This is an optimization exercise on Yosys and OpenROAD, whose aim is small area, a short achievable clock period and few clock cycles per item, not a production implementation.
Function was checked by simulation only, so behaviour that the tests miss may differ from the original.
Power and IR drop assume default switching activity.

[flow/constraint.sdc]
create_clock -name core_clock -period 6.0 [get_ports {clk}]
set_input_delay 1.2000 -clock core_clock [delete_from_list [all_inputs] [get_ports {clk}]]
set_output_delay 1.2000 -clock core_clock [all_outputs]
set_load 0.01 [all_outputs]
[flow/run.sh]
#!/bin/bash
# synth_recipe.tcl (not shown) runs the flow's synth.tcl, then flattens the netlist and writes it again
# the make line also repeats each setting of config.mk as NAME=value (left out here)
make -C /OpenROAD-flow-scripts/flow DESIGN_CONFIG=/design/flow/config.mk WORK_HOME=/design/flow/orfs CLKGATE_MAP_FILE= SYNTH_SCRIPT=/design/flow/synth_recipe.tcl finish
[flow/config.mk]
export PLATFORM = sky130hd
export DESIGN_NAME = mips_multicycle
export DESIGN_NICKNAME = mips_multicycle
export VERILOG_FILES = /design/flow/design.v
export SDC_FILE = /design/flow/constraint.sdc
export NUM_CORES = 4
export LEC_CHECK = 0
export CAP_MARGIN = 20
export CORE_MARGIN = 2
export CORE_UTILIZATION = 40
export SLEW_MARGIN = 20
[flow/design.v]
module mips_multicycle #(
    parameter logic [31:0] RESET_PC = 32'h0000_0000,
    parameter int unsigned ADDR_W   = 32,
    parameter int unsigned CNT_W    = 32
) (
    input  logic              clk,
    input  logic              rst,
    output logic              mem_req,
    output logic              mem_we,
    output logic [ADDR_W-1:0] mem_addr,
    output logic [31:0]       mem_wdata,
    input  logic [31:0]       mem_rdata,
    input  logic              mem_ready,
    output logic              halt,
    output logic [CNT_W-1:0]  instr_count
);
    typedef enum logic [2:0] {StFetch, StDecode, StExec, StMem, StWb, StHalt} state_e;
    localparam logic [5:0] OpRtype = 6'h00;
    localparam logic [5:0] OpJ     = 6'h02;
    localparam logic [5:0] OpBeq   = 6'h04;
    localparam logic [5:0] OpAddi  = 6'h08;
    localparam logic [5:0] OpLw    = 6'h23;
    localparam logic [5:0] OpSw    = 6'h2b;
    localparam logic [5:0] FnSll = 6'h00;
    localparam logic [5:0] FnAdd = 6'h20;
    localparam logic [5:0] FnSub = 6'h22;
    localparam logic [5:0] FnAnd = 6'h24;
    localparam logic [5:0] FnOr  = 6'h25;
    localparam logic [5:0] FnSlt = 6'h2a;
    state_e           state_q, state_d;
    logic [31:0]      pc_q, pc_d;
    logic [31:0]      ir_q, ir_d;
    logic [31:0]      a_q, a_d;
    logic [31:0]      b_q, b_d;
    logic [31:0]      alu_q, alu_d;
    logic [31:0]      mdr_q, mdr_d;
    logic [31:0]      target_q, target_d;
    logic [CNT_W-1:0] instr_count_q, instr_count_d;
    logic [31:0]      rf_q [32];
    logic [5:0]  opcode, funct;
    logic [4:0]  rs, rt, rd, shamt;
    logic [31:0] sext_imm, alu_r, ls_addr;
    logic        legal, retire;
    logic        rf_we;
    logic [4:0]  rf_waddr;
    logic [31:0] rf_wdata;
    assign opcode   = ir_q[31:26];
    assign rs       = ir_q[25:21];
    assign rt       = ir_q[20:16];
    assign rd       = ir_q[15:11];
    assign shamt    = ir_q[10:6];
    assign funct    = ir_q[5:0];
    assign sext_imm = {{16{ir_q[15]}}, ir_q[15:0]};
    assign ls_addr  = a_q + sext_imm;
    always_comb begin
        alu_r = '0;
        legal = 1'b0;
        case (funct)
            FnAdd:   alu_r = a_q + b_q;
            FnSub:   alu_r = a_q - b_q;
            FnAnd:   alu_r = a_q & b_q;
            FnOr:    alu_r = a_q | b_q;
            FnSlt:   alu_r = {31'b0, $signed(a_q) < $signed(b_q)};
            FnSll:   alu_r = b_q << shamt;
            default: alu_r = '0;
        endcase
        case (opcode)
            OpRtype:                       legal = (funct == FnSll) || (funct == FnAdd) ||
                                                   (funct == FnSub) || (funct == FnAnd) ||
                                                   (funct == FnOr)  || (funct == FnSlt);
            OpJ, OpBeq, OpAddi, OpLw, OpSw: legal = 1'b1;
            default:                       legal = 1'b0;
        endcase
    end
    always_comb begin
        state_d       = state_q;
        pc_d          = pc_q;
        ir_d          = ir_q;
        a_d           = a_q;
        b_d           = b_q;
        alu_d         = alu_q;
        mdr_d         = mdr_q;
        target_d      = target_q;
        mem_req       = 1'b0;
        mem_we        = 1'b0;
        mem_addr      = pc_q[ADDR_W-1:0];
        mem_wdata     = b_q;
        retire        = 1'b0;
        rf_we         = 1'b0;
        rf_waddr      = '0;
        rf_wdata      = '0;
        unique case (state_q)
            StFetch: begin
                mem_req = 1'b1;
                if (mem_ready) begin
                    ir_d    = mem_rdata;
                    pc_d    = pc_q + 32'd4;
                    state_d = StDecode;
                end
            end
            StDecode: begin
                a_d      = (rs == 5'd0) ? 32'h0 : rf_q[rs];
                b_d      = (rt == 5'd0) ? 32'h0 : rf_q[rt];
                target_d = pc_q + {sext_imm[29:0], 2'b00};
                state_d  = legal ? StExec : StHalt;
            end
            StExec: begin
                case (opcode)
                    OpRtype: begin
                        alu_d   = alu_r;
                        state_d = StWb;
                    end
                    OpAddi: begin
                        alu_d   = a_q + sext_imm;
                        state_d = StWb;
                    end
                    OpLw, OpSw: begin
                        alu_d   = ls_addr;
                        state_d = (ls_addr[1:0] != 2'b00) ? StHalt : StMem;
                    end
                    OpBeq: begin
                        if (a_q == b_q) pc_d = target_q;
                        retire  = 1'b1;
                        state_d = StFetch;
                    end
                    OpJ: begin
                        pc_d    = {pc_q[31:28], ir_q[25:0], 2'b00};
                        retire  = 1'b1;
                        state_d = StFetch;
                    end
                    default: state_d = StHalt;
                endcase
            end
            StMem: begin
                mem_req   = 1'b1;
                mem_we    = (opcode == OpSw);
                mem_addr  = alu_q[ADDR_W-1:0];
                mem_wdata = b_q;
                if (mem_ready) begin
                    if (opcode == OpSw) begin
                        retire  = 1'b1;
                        state_d = StFetch;
                    end else begin
                        mdr_d   = mem_rdata;
                        state_d = StWb;
                    end
                end
            end
            StWb: begin
                rf_we   = 1'b1;
                retire  = 1'b1;
                state_d = StFetch;
                case (opcode)
                    OpRtype: begin
                        rf_waddr = rd;
                        rf_wdata = alu_q;
                    end
                    OpLw: begin
                        rf_waddr = rt;
                        rf_wdata = mdr_q;
                    end
                    default: begin
                        rf_waddr = rt;
                        rf_wdata = alu_q;
                    end
                endcase
            end
            StHalt: state_d = StHalt;
            default: state_d = StHalt;
        endcase
        instr_count_d = instr_count_q + CNT_W'(retire);
    end
    always_ff @(posedge clk) begin
        if (rst) begin
            state_q       <= StFetch;
            pc_q          <= RESET_PC;
            ir_q          <= '0;
            a_q           <= '0;
            b_q           <= '0;
            alu_q         <= '0;
            mdr_q         <= '0;
            target_q      <= '0;
            instr_count_q <= '0;
            for (int i = 0; i < 32; i++) rf_q[i] <= '0;
        end else begin
            state_q       <= state_d;
            pc_q          <= pc_d;
            ir_q          <= ir_d;
            a_q           <= a_d;
            b_q           <= b_d;
            alu_q         <= alu_d;
            mdr_q         <= mdr_d;
            target_q      <= target_d;
            instr_count_q <= instr_count_d;
            if (rf_we && rf_waddr != 5'd0) rf_q[rf_waddr] <= rf_wdata;
        end
    end
    assign halt        = (state_q == StHalt);
    assign instr_count = instr_count_q;
endmodule
==> results.yml <==
status:
  status: "no timing/DRC/antenna violations"
synthesis:
  netlist_instances: 6126
  synth.top_cells.by_count: "nor2_1, edfxtp_1, mux4_2"
  synth_compound_area_share_pct: 7.58
  synth_mux_area_share_pct: 22.5
  dominantRegCellSynth: "edfxtp_1"
  syn_area_mm2: 0.0726
  synth_edf_count: 1024
  synthAdderAreaFrac_pct: 2.99
  yosysWarnings: 1
  synth.area.top_cells: "edfxtp_1, mux4_2, dfxtp_1"
  seq_area_frac_synth_pct: 49.8
  synth_area_per_cell_um2: 11.8
  synth_seq_cells: 1293
  synth_top_family_by_area: "multiplexers"
  yosysTopAreaCell: "edfxtp_1"
  synthSimpleGateAreaFrac_pct: 12.4
  yosysMostFrequentCell: "nor2_1"
  synth_cell_types: 91
  synthArstFlopShare_pct: 0
  synth.top_cell.area_share_pct: 42.4
  synth-xor-area-share_pct: 1.19
worst_setup_path:
  path_delay_family: "simple AND/OR/NAND/NOR gates"
  worst-path-stages: 7
  required_ps: 6380
  start_kind: "flop"
  reg2reg_depth: 7
  r2r_end: "rf_q[10][16]"
  slowest_delay_ps: 930
  crit_slowest_cell: "nand2_2"
  r2r_setup_slack_ps: 1030
  crit_fanout: 33
  critPathArrivalTime_ps: 5350
  worst_path_most_repeated_cell: "nand2_2"
  r2r_start: "ir_q[27]"
  path_class: "reg -> reg"
  path_buf_inv: 0
  crit_chain: "or3_1 -> or4_1 -> mux2i_2 -> nand3_1 -> nor3_4 -> nand2_2 -> nand2_2"
  worst_setup_path_end_kind: "flop"
clock_network:
  cts_tree: "built"
  clockBufferDepth: 3
  cts_hold_buf: 0
  clk_pin_slew_ps: 60
  numCtsBuffers: 144
  post-cts-setup-buffers: 0
  cts_sinks: 1293
  insertion_delay_ps: 790
  cts_resized: 0
  root_buffer: "clkbuf_16"
  cts_htree_levels: 4
die:
  die_h_um: 430
  die_width_um: 430
  start_util_pct: 40.2
  num_rows: 156
  ios: 134
  dieArea_mm2: 0.185
  core_area_mm2: 0.181
grt:
  grt_pass1_vias: 51085
  track_usage_pct: 26.3
  antenna_found_initial: 7
  grt_pass1_wl_um: 357000
  grt_max_degree: 92
  grt_overflow: 0
placement:
  dp_slack_ps: 1170
  gp_congestion: 0.966
  post-dp-hpwl_um: 165000
  io_buffer_count: 133
sta:
  finalHoldViolCount: 0
  fin_ws_ps: 1030
  fin_skew_ps: 43.1
  worst_pin_slew_ps: 1140
  slew_headroom_pct: 23.4
  max_freq_mhz: 201
  holdWs_ps: 451
  slew_viol_final: 0
  rsz0062_at_grt: "false"
  timing.setup.tns_ps: 0
  finalSetupViolCount: 0
  post-route-period-util_pct: 82.9
  final.min_clock_period_ps: 4970
worst_hold_path:
  worstHoldPathType: "reg -> reg"
  worstHoldPathCells: 2
  whs_endpoint: "target_q[25]"
  hold_start: "target_q[25]"
pwr:
  powerDensity_mw_per_mm2: 322
  p_leak_nw: 26.5
  total_power_mw: 26.1
  max-vdd-ir-drop_v: 0.000257
detailed_routing:
  via_per_inst: 6.25
  wl_met2_um: 114000
  vias: 53267
  wl_per_cell_um: 29.0
  dr.max_layer_used: "met5"
  drt-pass1-iter-count: 6
  wirelength_um: 247000
  wl_met1_um: 95800
  met3_length_um: 25800
  drcViolationCount: 0
  first_iter_violations: 7058
  drtAntennaViolNets: 0
cells_and_area:
  n_fill_cell: 16323
  nets: 6240
  syn2layout_area_growth_pct: 11.9
  drive_above_1_share_pct: 19.1
flow_run:
  cap_viol_max_count: 0
## metal layers
layer,global-route usage [%],up-vias
met5,0,-
met4,10.7,4
met3,5.96,480
met2,41.1,2995
met1,35.5,27255
li1,-,22533
## tightest hold or removal path: stages (launching register included)
cell and delay (ps):
dfxtp_1 310, nand2_1 50, a21oi_1 50
## area by class of cell
cell class                      instances  area [um2]  area share (%)
Clock inverter                         78         913            1.12
Inverter                              120         450           0.555
Timing Repair Buffer                  269        2530            3.12
Sequential cell                      1293       36200            44.6
Multi-Input combinational cell       4207       34300            42.2
Clock buffer                          183        3900            4.81
Tap cell                             2370        2970            3.65
Antenna cell                            2        5.00         0.00616
## cells by family after synthesis
family,after synthesis
and+or+nand+nor,2217
buffers and inverters,657
AOI/OAI and AO/OA,890
other,1
muxes,798
DFF,1293
xor gates and xnor gates,99
adders and majority gates,171
## through the flow
| step | std cells | area (um2) | utilization [%] |
|---|---|---|---|
| final | 8522 | 81200 | 45.0 |
| after CTS | 8520 | 81200 | 45.0 |
| after global routing | 8521 | 81200 | 45.0 |
| after global placement | 8259 | 76400 | 42.3 |
| after detailed placement | 8259 | 76400 | 42.3 |
| after floorplan | 6157 | 72700 | - |
## power breakdown
part	internal, mW	switching (mW)
logic	2.52	3.82
clock network	5.29	3.87
registers	10.0	0.597
total	17.9	8.29
## worst max path at each step
stage	to	slack [ps]	from
detailed placement	rf_q[10][23]	1170	ir_q[27]
finish	rf_q[10][16]	1030	ir_q[27]
global route	rf_q[10][16]	830	ir_q[27]
floorplan	rf_q[11][0]	2150	ir_q[31]
global placement	instr_count_q[30]	1170	mem_ready
CTS	rf_q[10][16]	1130	ir_q[27]
## sequential cells by signal (all words and copies together), names as in the netlist, named ones only
register	cells
pc_q	32
alu_q	32
ir_q	32
a_q	32
state_q	3
mdr_q	32
target_q	32
b_q	32
rf_q	1024
instr_count_q	32
## layout by cell type, fill, tap and decap left out, types with 20 or more instances in the layout
master,Yosys,layout
a211oi_1,54,54
and2_1,20,20
o21ai_0,188,188
ha_1,166,166
o22ai_1,24,24
buf_4,0,122
clkdlybuf4s50_1,0,132
a21o_1,46,46
clkbuf_1,380,27
nand2_2,0,68
nand2_1,617,545
xnor2_1,56,56
nand2b_1,21,21
a21oi_1,362,362
mux2_2,38,38
nor3_1,49,47
edfxtp_1,1024,1024
and3_1,26,26
dfxtp_1,269,254
mux2i_1,97,97
nor2b_1,20,20
conb_1,1,32
mux4_2,661,661
clkinv_1,2,29
clkinv_2,0,21
nor2_1,1304,1304
clkbuf_16,0,147
xor2_1,43,43
nand3_1,70,70
a221oi_1,22,22
inv_1,118,118
Testbench counts, summed over its fixed seeds: cycles 237,968, instrs 60,900.

-- afterwards: timing with drivers on the ports --
The flow's constraints put no driver on any port. The routed layout listed below was extracted and timed again, unchanged, in two steps. Step 1: set_driving_cell puts a clkbuf_16 on clk and a buf_2 on each other input, an assumption about the parent block. Step 2 times the ports against the registers' clock, not the clock port: input delays grow and output delays shrink by t, the midpoint of the rising clock arrivals with the driver on. Three values: ideal, step 1, step 2; two values: the first two.
t, ns: 0.849
slack for setup (ns): 1.029 / 1.029 / 1.029
hold WS [ns]: 0.451 / 0.451 / 0.451
latest minus earliest clock arrival (ns): 0.043 / 0.043
worst data-port slew with drivers (ns): 0.08
After both steps this run still meets setup and hold. For this run, drivers alone change the setup slack by 0.000 ns; drivers and shift together by 0.000 ns.
